Context: an optimization exercise on an open-source flow, tuned for small area, a short achievable clock period and few clock cycles per item. The choices shown serve that exercise and are no tape-out recipe. The RTL was checked by simulation tests, not by an equivalence proof against the original design.

--- flow/config.mk ---
export PLATFORM = sky130hd
export DESIGN_NAME = bm_solver
export DESIGN_NICKNAME = bm_solver
export VERILOG_FILES = /design/flow/design.v
export SDC_FILE = /design/flow/constraint.sdc
export NUM_CORES = 4
export LEC_CHECK = 0
export CAP_MARGIN = 20
export CORE_MARGIN = 2
export CORE_UTILIZATION = 40
export SLEW_MARGIN = 20
--- flow/constraint.sdc ---
create_clock -name core_clock -period 17.0 [get_ports {i_clock}]
set_input_delay 3.4000 -clock core_clock [delete_from_list [all_inputs] [get_ports {i_clock}]]
set_output_delay 3.4000 -clock core_clock [all_outputs]
set_load 0.01 [all_outputs]
--- flow/design.v ---
package bm_pkg;
    localparam int GF_WIDTH = 8;
    localparam logic [GF_WIDTH:0] GF_POLY = 9'h11D;
    typedef logic [GF_WIDTH-1:0] gf_elem_t;
endpackage
`timescale 1ns/1ps
module gf_mult
(
    input  bm_pkg::gf_elem_t i_a,
    input  bm_pkg::gf_elem_t i_b,
    output bm_pkg::gf_elem_t o_p
);
    bm_pkg::gf_elem_t a_x [8];   
    always_comb
    begin
        a_x[0] = i_a;
        for (int i = 1; i < 8; i++)
            a_x[i] = {a_x[i-1][6:0], 1'b0} ^ (a_x[i-1][7] ? bm_pkg::GF_POLY[7:0] : 8'h00);
    end
    always_comb
    begin
        o_p = '0;
        for (int i = 0; i < 8; i++)
            o_p = o_p ^ (a_x[i] & {8{i_b[i]}});
    end
endmodule
`timescale 1ns/1ps
module gf_inv_pre
(
    input  logic [14:0]      i_x,      
    output logic [7:0]       o_comp,   
    output logic [3:0]       o_d       
);
    localparam logic [119:0] FWD = 120'h187c3ebefbf9521648c13221402b01;   
    localparam logic [63:0] INV4 = 64'h834a5c2f67bde910;
    function automatic logic [3:0] mul4(input logic [3:0] a, input logic [3:0] b);
        logic [3:0] r;
        logic [3:0] s;
        r = '0;
        s = a;
        for (int i = 0; i < 4; i++)
        begin
            if (b[i])
                r = r ^ s;
            s = {s[2:0], 1'b0} ^ (s[3] ? 4'h3 : 4'h0);
        end
        mul4 = r;
    endfunction
    logic [3:0] ah;
    logic [3:0] al;
    logic [3:0] norm;
    always_comb
    begin
        o_comp = '0;
        for (int i = 0; i < 15; i++)
            if (i_x[i])
                o_comp = o_comp ^ FWD[i*8 +: 8];
    end
    assign ah   = o_comp[7:4];
    assign al   = o_comp[3:0];
    assign norm = mul4(mul4(ah, ah), 4'd15) ^ mul4(ah, al) ^ mul4(al, al);
    assign o_d  = INV4[norm*4 +: 4];
endmodule
module gf_inv_post
(
    input  logic [7:0]       i_comp,
    input  logic [3:0]       i_d,
    input  logic             i_en,      
    output logic [119:0]     o_inv_x    
);
    localparam logic [959:0] BWD_X   = 960'h058c46239fc1ee77b5d46a35944a254c261387cde8743a1d8040201008048bcbebfbf3f7f5f47a3d9048241209e070381c0e078dc86432198241ae57f87c3e1f81ce67bdd068341a0d8844d3e7fdf0783c1e0f89ca65bc5e2f9946239fc1ee77b5d46a35944a259c4e1387cde8743a1d8040201008040201;
    localparam logic [119:0] BWD_ONE = 120'h1387cde8743a1d8040201008040201;
    function automatic logic [3:0] mul4(input logic [3:0] a, input logic [3:0] b);
        logic [3:0] r;
        logic [3:0] s;
        r = '0;
        s = a;
        for (int i = 0; i < 4; i++)
        begin
            if (b[i])
                r = r ^ s;
            s = {s[2:0], 1'b0} ^ (s[3] ? 4'h3 : 4'h0);
        end
        mul4 = r;
    endfunction
    logic [7:0] inv_comp;
    logic       zero;
    assign inv_comp = {mul4(i_comp[7:4], i_d), mul4(i_comp[7:4] ^ i_comp[3:0], i_d)} & {8{i_en}};
    assign zero     = (i_comp == 8'h00) && i_en;
    always_comb
    begin
        o_inv_x = BWD_ONE & {120{zero}};
        for (int j = 0; j < 8; j++)
            if (inv_comp[j])
                o_inv_x = o_inv_x ^ BWD_X[j*120 +: 120];
    end
endmodule
`timescale 1ns/1ps
module bm_discrepancy
#(
    parameter int T_CORR = 8
)
(
    input  logic [(T_CORR+1)*8-1:0] i_synd,    
    input  logic [(T_CORR+1)*8-1:0] i_sigma,   
    output logic [14:0]             o_dsum,    
    output bm_pkg::gf_elem_t        o_delta
);
    logic [14:0] acc;
    logic [14:0] red;
    always_comb
    begin
        acc = {7'b0, i_synd[7:0]};
        for (int i = 1; i <= T_CORR; i++)
            for (int a = 0; a < 8; a++)
                for (int b = 0; b < 8; b++)
                    acc[a+b] = acc[a+b] ^ (i_sigma[i*8+a] & i_synd[i*8+b]);
        red = acc;
        for (int i = 14; i >= 8; i--)
            if (red[i])
                red = red ^ (15'(bm_pkg::GF_POLY) << (i - 8));
    end
    assign o_dsum  = acc;
    assign o_delta = red[7:0];
endmodule
`timescale 1ns/1ps
module bm_poly_update
#(
    parameter  int T_CORR = 8,
    localparam int K_W    = $clog2(2 * T_CORR),
    localparam int D_W    = $clog2(2 * T_CORR + 1)
)
(
    input  logic                    i_clock,
    input  logic                    i_idle,
    input  logic                    i_run,
    input  logic [K_W-1:0]          i_k,
    input  bm_pkg::gf_elem_t        i_s0,      
    input  logic [14:0]             i_dsum,    
    input  bm_pkg::gf_elem_t        i_delta,
    output logic [(T_CORR+1)*8-1:0] o_sigma,
    output logic [D_W-1:0]          o_degree
);
    bm_pkg::gf_elem_t sigma_q [1:T_CORR];
    logic             c1_q;                  
    bm_pkg::gf_elem_t c_q     [2:T_CORR];    
    logic [7:0]       b_comp_q;              
    logic [3:0]       b_d_q;                 
    logic [D_W-1:0]   l_q;
    logic [119:0]     b_inv_x;               
    bm_pkg::gf_elem_t coef;                  
    bm_pkg::gf_elem_t corr    [2:T_CORR];
    logic             delta_nz;
    logic             grow;
    logic             s0_nz;
    logic [14:0]      b_next;
    logic [7:0]       b_comp;
    logic [3:0]       b_d;
    assign delta_nz = (i_delta != '0);
    assign grow     = i_run && delta_nz && (2 * int'(l_q) <= int'(i_k));
    assign s0_nz    = (i_s0 != '0);
    assign b_next = i_idle ? {7'b0, i_s0} : i_dsum;
    gf_inv_pre u_b_pre
    (
        .i_x    (b_next),
        .o_comp (b_comp),
        .o_d    (b_d)
    );
    gf_inv_post u_b_inv
    (
        .i_comp  (b_comp_q),
        .i_d     (b_d_q),
        .i_en    (i_run),
        .o_inv_x (b_inv_x)
    );
    always_comb
    begin
        coef = '0;
        for (int p = 0; p < 15; p++)
            coef = coef ^ (b_inv_x[p*8 +: 8] & {8{i_dsum[p]}});
    end
    bm_pkg::gf_elem_t coef_x [8];
    always_comb
    begin
        coef_x[0] = coef;
        for (int q = 1; q < 8; q++)
            coef_x[q] = {coef_x[q-1][6:0], 1'b0} ^ (coef_x[q-1][7] ? bm_pkg::GF_POLY[7:0] : 8'h00);
    end
    always_comb
    begin
        for (int j = 2; j <= T_CORR; j++)
        begin
            corr[j] = '0;
            for (int q = 0; q < 8; q++)
                corr[j] = corr[j] ^ (coef_x[q] & {8{c_q[j][q]}});
        end
    end
    always_ff @(posedge i_clock)
    begin
        if (i_idle)
        begin
            sigma_q[1] <= i_s0;
            for (int j = 2; j <= T_CORR; j++)
                sigma_q[j] <= '0;
            c1_q     <= s0_nz;
            c_q[2]   <= {7'b0, !s0_nz};
            for (int j = 3; j <= T_CORR; j++)
                c_q[j] <= '0;
            b_comp_q <= b_comp;
            b_d_q    <= b_d;
            l_q      <= D_W'(s0_nz);
        end
        else
        begin
            sigma_q[1] <= sigma_q[1] ^ (coef & {8{c1_q}});
            for (int j = 2; j <= T_CORR; j++)
                sigma_q[j] <= sigma_q[j] ^ corr[j];
            if (grow)
            begin
                c1_q   <= 1'b1;
                c_q[2] <= sigma_q[1];
                for (int j = 3; j <= T_CORR; j++)
                    c_q[j] <= sigma_q[j-1];
                b_comp_q <= b_comp;
                b_d_q    <= b_d;
                l_q    <= D_W'(int'(i_k) + 1 - int'(l_q));   
            end
            else
            begin
                c1_q   <= 1'b0;
                c_q[2] <= {7'b0, c1_q};
                for (int j = 3; j <= T_CORR; j++)
                    c_q[j] <= c_q[j-1];
            end
        end
    end
    assign o_sigma[7:0] = 8'h01;
    for (genvar j = 1; j <= T_CORR; j++)
    begin : g_out
        assign o_sigma[j*8 +: 8] = sigma_q[j];
    end
    assign o_degree = l_q;
endmodule
`timescale 1ns/1ps
module bm_control
#(
    parameter  int T_CORR = 8,
    localparam int K_W    = $clog2(2 * T_CORR)
)
(
    input  logic           i_clock,
    input  logic           i_rst,
    input  logic           i_req,
    output logic           o_ack,
    output logic           o_idle,
    output logic           o_run,
    output logic [K_W-1:0] o_k
);
    localparam logic [K_W-1:0] K_LAST = K_W'(2 * T_CORR - 1);
    logic           run_q;
    logic           ack_q;
    logic [K_W-1:0] k_q;
    always_ff @(posedge i_clock)
    begin
        if (i_rst)
        begin
            run_q <= 1'b0;
            ack_q <= 1'b0;
        end
        else
        begin
            run_q <= (!run_q && !ack_q && i_req) || (run_q && k_q != K_LAST);
            ack_q <= (run_q && k_q == K_LAST) || (ack_q && i_req);
        end
    end
    always_ff @(posedge i_clock)
    begin
        if (run_q)
            k_q <= k_q + 1'b1;
        else
            k_q <= K_W'(1);
    end
    assign o_ack  = ack_q;
    assign o_idle = !run_q && !ack_q;
    assign o_run  = run_q;
    assign o_k    = k_q;
endmodule
`timescale 1ns/1ps
module bm_solver
#(
    parameter  int T_CORR = 8,
    localparam int K_W    = $clog2(2 * T_CORR),
    localparam int D_W    = $clog2(2 * T_CORR + 1)
)
(
    input  logic           i_clock,
    input  logic           i_rst,
    input  logic           i_req,
    input  logic [2*T_CORR*8-1:0]     i_synd,    
    output logic           o_ack,
    output logic [(T_CORR+1)*8-1:0]   o_sigma,   
    output logic [D_W-1:0] o_degree
);
    logic           idle;
    logic           run;
    logic [K_W-1:0] k;
    bm_pkg::gf_elem_t delta;
    logic [14:0]      dsum;
    bm_pkg::gf_elem_t synd_next;
    bm_pkg::gf_elem_t win_q [T_CORR+1];
    logic [(T_CORR+1)*8-1:0] win;
    logic [K_W-1:0] synd_idx;
    assign synd_idx  = idle ? K_W'(1) : k + 1'b1;
    assign synd_next = i_synd[synd_idx*8 +: 8];
    always_ff @(posedge i_clock)
    begin
        win_q[0] <= synd_next;
        win_q[1] <= idle ? i_synd[7:0] : win_q[0];
        for (int i = 2; i <= T_CORR; i++)
            win_q[i] <= win_q[i-1];
    end
    for (genvar i = 0; i <= T_CORR; i++)
    begin : g_win
        assign win[i*8 +: 8] = win_q[i];
    end
    bm_control #(.T_CORR(T_CORR)) u_control
    (
        .i_clock (i_clock),
        .i_rst   (i_rst),
        .i_req   (i_req),
        .o_ack   (o_ack),
        .o_idle  (idle),
        .o_run   (run),
        .o_k     (k)
    );
    bm_discrepancy #(.T_CORR(T_CORR)) u_discrepancy
    (
        .i_synd  (win),
        .i_sigma (o_sigma),
        .o_dsum  (dsum),
        .o_delta (delta)
    );
    bm_poly_update #(.T_CORR(T_CORR)) u_poly_update
    (
        .i_clock  (i_clock),
        .i_idle   (idle),
        .i_run    (run),
        .i_k      (k),
        .i_s0     (i_synd[7:0]),
        .i_dsum   (dsum),
        .i_delta  (delta),
        .o_sigma  (o_sigma),
        .o_degree (o_degree)
    );
endmodule
--- flow/flow/run.sh ---
#!/bin/bash
# The standard layout (standard synthesis, floorplan, placement, CTS,
# routing), with ORFS's timing repair aimed at a setup slack margin so that
# the design is sized for the period it can reach rather than only for the
# 17 ns constraint. The SDC and everything else are the standard flow's.
set -euo pipefail
MARGIN=${SETUP_MARGIN_NS:-11}
bash standard.sh SETUP_SLACK_MARGIN=$MARGIN finish > flow_standard.log 2>&1
--- flow/standard.sh ---
#!/bin/bash
# synth_recipe.tcl (not shown) runs the flow's synth.tcl, then flattens the netlist and writes it again
# the make line also repeats each setting of config.mk as NAME=value (left out here)
make -C /OpenROAD-flow-scripts/flow DESIGN_CONFIG=/design/flow/config.mk WORK_HOME=/design/flow/orfs CLKGATE_MAP_FILE= SYNTH_SCRIPT=/design/flow/synth_recipe.tcl "${@:-finish}"
==> results.txt <==
- Post-DP Area: between 20,000 and 30,000 sq um
- Syn Inst Count: around 3,400
- Final Non-Filler Cells: 4,301
- Final WL: roughly 100 mm
- Final Critical Period: 5.91 ns
- Multi-input combinational cell area: between 20,000 and 25,000 sq um
- Mapped Area: between 20,000 and 30,000 sq um
- # setup viols final: 0
- Post-route ant nets: 0
- Vias in the first global route: 22,500
- Sequential cell area: between 4000 and 5000 sq um
- Final #Nets: roughly 3,600
- DRC violations left: 0
- Starting density of the core: between 40% and 50%
- DR iter-0 viols: between 2,000 and 3,000
- Fillers: between 6,000 and 7,000
- CTS H-tree lvls: 1
- CTS sink count: between 200 and 250
- Count of final hold-check violations: 0
- Final worst slack: around 11 ns
- GP Congestion: approximately 1.0
- Post-synthesis cell type count: 75
- Max Clock Freq: about 170 MHz
- Area grow syn2layout: 17.6%
- Syn_area_per_cell: approximately 7.7 sq um
- Hpwl dp: 69.5 mm
- CORE AREA: about 65,000 sq um
- Setup WS pre-CTS: 9.73 ns
- Clk pin slew, worst setup/hold paths: around 0.060 ns
- Slew headroom: about a third
- Fin area: about 31,000 sq um
- R2R depth: 20
- Number of synthesized flops with an enable pin: 13
- Fin Setup TNS: 0 ns
- RSZ-0062 raised after global routing: yes
- Setup crit end: u_poly_update.sigma_q[3][0]
- CTS tree: built
- First-pass GRT wire length: 151 mm
- Post-synthesis register bit count: between 200 and 250
- Async S/R FF share, synth: 0%
- Vias post-DR: about 24,000
- Critical Path Sink Type: flip-flop
- Final period util: roughly a third
- Row cnt: 93
- Clock Latency Late Sink: between 0.6 and 0.7 ns
- WP data arrival: between 6 and 7 ns
- Crit-path max FO: 12
- Full die area: ~67,000 sq um
- CP required: 17.45 ns
- Max clock buf depth: 3
- DR vias/cell: roughly 5.5
- Type of the worst min-delay path: reg -> reg
- Worst R2R Setup Slack: ~11 ns
- IO Port Bufs: 200
- R2R Path Start: u_poly_update.sigma_q[7][4]
- Io pins: approximately 210
- Reg-to-reg endpoint: u_poly_update.sigma_q[3][0]
- Drt wl/cell: roughly 24 um
- Placed Instances: approximately 4,200
- CP Class: reg -> reg
- Finished Core Util: a little under half
- Drt pass-1 iters: 7
- Ant. Diodes: 0
- Top FF cell, synth: dfxtp_1
- Slew Limit Fails: 0
- Largest net degree at the start of global routing: 86
- Worst Skew: about 0.044 ns
- Worst Setup Start Kind: flip-flop
- Root Buffer: clkbuf_16
- Num CTS Buffers: 29
- Remaining Overflow, GRT: 0
- Slew @ Worst Pin: approximately 1 ns
- Synth Warn #: 11
- Initial antenna violation count: 1
- Post-CTS Hold Fix Bufs: 0
- Seq/Total Area, Yosys: about 17%
- Setup crit start: u_poly_update.sigma_q[7][4]
- Aggregate global-route resource usage: 30.0%
- Die Wd: approximately 260 um
- Outcome: no timing/DRC/antenna violations
- Layout cell share with drive strength beyond 1: ~11%
- Max Cap Violations: 0
- Die span in y: approximately 260 um
- Worst hold slack: between 0.4 and 0.5 ns
[how the worst min path moves through the flow]
stage / start / to / slack [ns] / cells past startpoint
5_1_grt: win_q[2][0] / win_q[3][0] / 0.48 / 0
6_report: win_q[0][2] / win_q[1][2] / 0.47 / 2
3_5_place_dp: win_q[0][2] / win_q[1][2] / 0.46 / 2
4_1_cts: win_q[0][1] / win_q[1][1] / 0.46 / 2
2_1_floorplan: win_q[1][0] / win_q[2][0] / 0.33 / 0
3_3_place_gp: win_q[0][1] / win_q[1][1] / 0.46 / 2
[what timing repair did]
item / in CTS / in global routing
setup buffers: 26 / 26
gates resized for setup: 151 / 61
gates cloned: 1 / 2
pin swaps: 19 / 23
setup endpoints to repair: 60 / 60
[cell usage after synthesis, types with 7 or more instances]
library cell  count  area share [%]
nand2_1        1061              15
xnor2_1         674              23
xor2_1          259             8.7
clkbuf_1        236             3.4
dfxtp_1         203              16
nor2_1          172             2.5
xnor3_1         134              12
mux2i_1          81             3.1
o21ai_0          76             1.5
a21oi_1          45            0.86
buf_2            39            0.75
inv_1            28            0.40
nand3_1          28            0.54
nand2b_1         27            0.65
nor2b_1          21            0.50
a22oi_1          19            0.55
ha_1             19            0.91
buf_1            16            0.23
nor3_1           16            0.31
and2_1           14            0.34
mux4_2           14             1.2
edfxtp_1         13             1.5
buf_4            12            0.34
o22ai_1          11            0.26
xnor2_2          11            0.68
o221ai_1         10            0.34
a32oi_1           9            0.30
o211ai_1          9            0.26
o21bai_1          8            0.23
or3_1             8            0.19
a211oi_1          7            0.20
mux2_2            7            0.30
xnor3_2           7            0.64
xor3_1            7            0.64
[flip-flops by register name, summed over array words and instances, names as in the netlist]
signal                  cells
u_control.ack_q             1
u_control.k_q               4
u_poly_update.c1_q          1
u_poly_update.l_q           5
u_poly_update.b_d_q         4
win_q                      72
u_control.run_q             1
u_poly_update.sigma_q      64
u_poly_update.c_q          56
u_poly_update.b_comp_q      8
[metal layers]
layer  global-route usage [%]  wire [um]  up-vias
met3                     6.04      11800      277
met2                     45.2      44500     1406
met1                     41.7      42600    11300
met5                        0         47        -
met4                     12.5       4910        2
li1                         -          -    10700
[cell families after synthesis]
logic type                 Yosys count  synth area share, %
and+or+nand+nor                   1383                 21.3
xor gates and xnor gates          1099                 45.3
buffers and inverters              334                 5.24
AOI/OAI and AO/OA                  227                 5.48
DFF                                216                 17.0
muxes                              102                 4.61
adders and majority gates           20                0.986
other                                2               0.0287
[layout make-up]
cell class	count	area share (%)
clock buffer	37	2.65
clock inverter	16	0.720
inverter	28	0.342
multi-input combinational	2840	68.4
sequential	216	14.9
tap	855	3.48
timing repair buffer	309	9.50
[worst max-delay path: stages, from the launching register on]
cell and delay, ns:
dfxtp_1 0.31, buf_4 0.29, nand2_1 0.11, xnor2_1 0.20
xnor2_1 0.15, xnor3_1 0.43, xnor3_1 0.49, xnor3_2 0.45
nand2_1 0.13, xnor3_1 0.24, xnor3_1 0.36, xnor3_1 0.39
buf_6 0.24, xnor3_2 0.41, xnor3_4 0.45, buf_12 0.20
nand2_1 0.06, xnor3_1 0.40, xnor2_1 0.21, xnor2_1 0.14
nor2_1 0.05
[placed cells by master (no fill, tap or decap), drive strengths merged, types with 45 or more instances in the layout]
cell           netlist  layout
xor2               264     264
nand2             1061    1061
a21oi               45      45
clkdlybuf4s50        0     194
xnor3              141     142
o21ai               80      80
nor2               175     175
dfxtp              203     203
buf                 70     106
mux2i               81      81
xnor2              686     686
Testbench counts, summed over its fixed seeds: cycles 34,808, items 2,048.

port drivers added, routing unchanged:
In the flow no input, the clock included, has a driving cell. The finished layout below was timed again as built, in two steps.
Step 1 assumes that a clkbuf_16 drives the clock port and a buf_2 every other input.
Step 2 also shifts input and output timing later by t, the mid clock arrival at the registers, as if the neighbouring blocks saw the same clock.
a / b / c = no drivers / after step 1 / after step 2; a / b = the first two.
shift t [ns]: 0.654
setup WS [ns]: 11.093 / 11.093 / 10.510
worst register clock-pin slew, ns: 0.07 / 0.07
worst data-port slew with drivers (ns): 0.06
After both steps this run still meets setup and hold. The setup slack of this run moves by 0.000 ns with the drivers and by -0.583 ns with both steps.
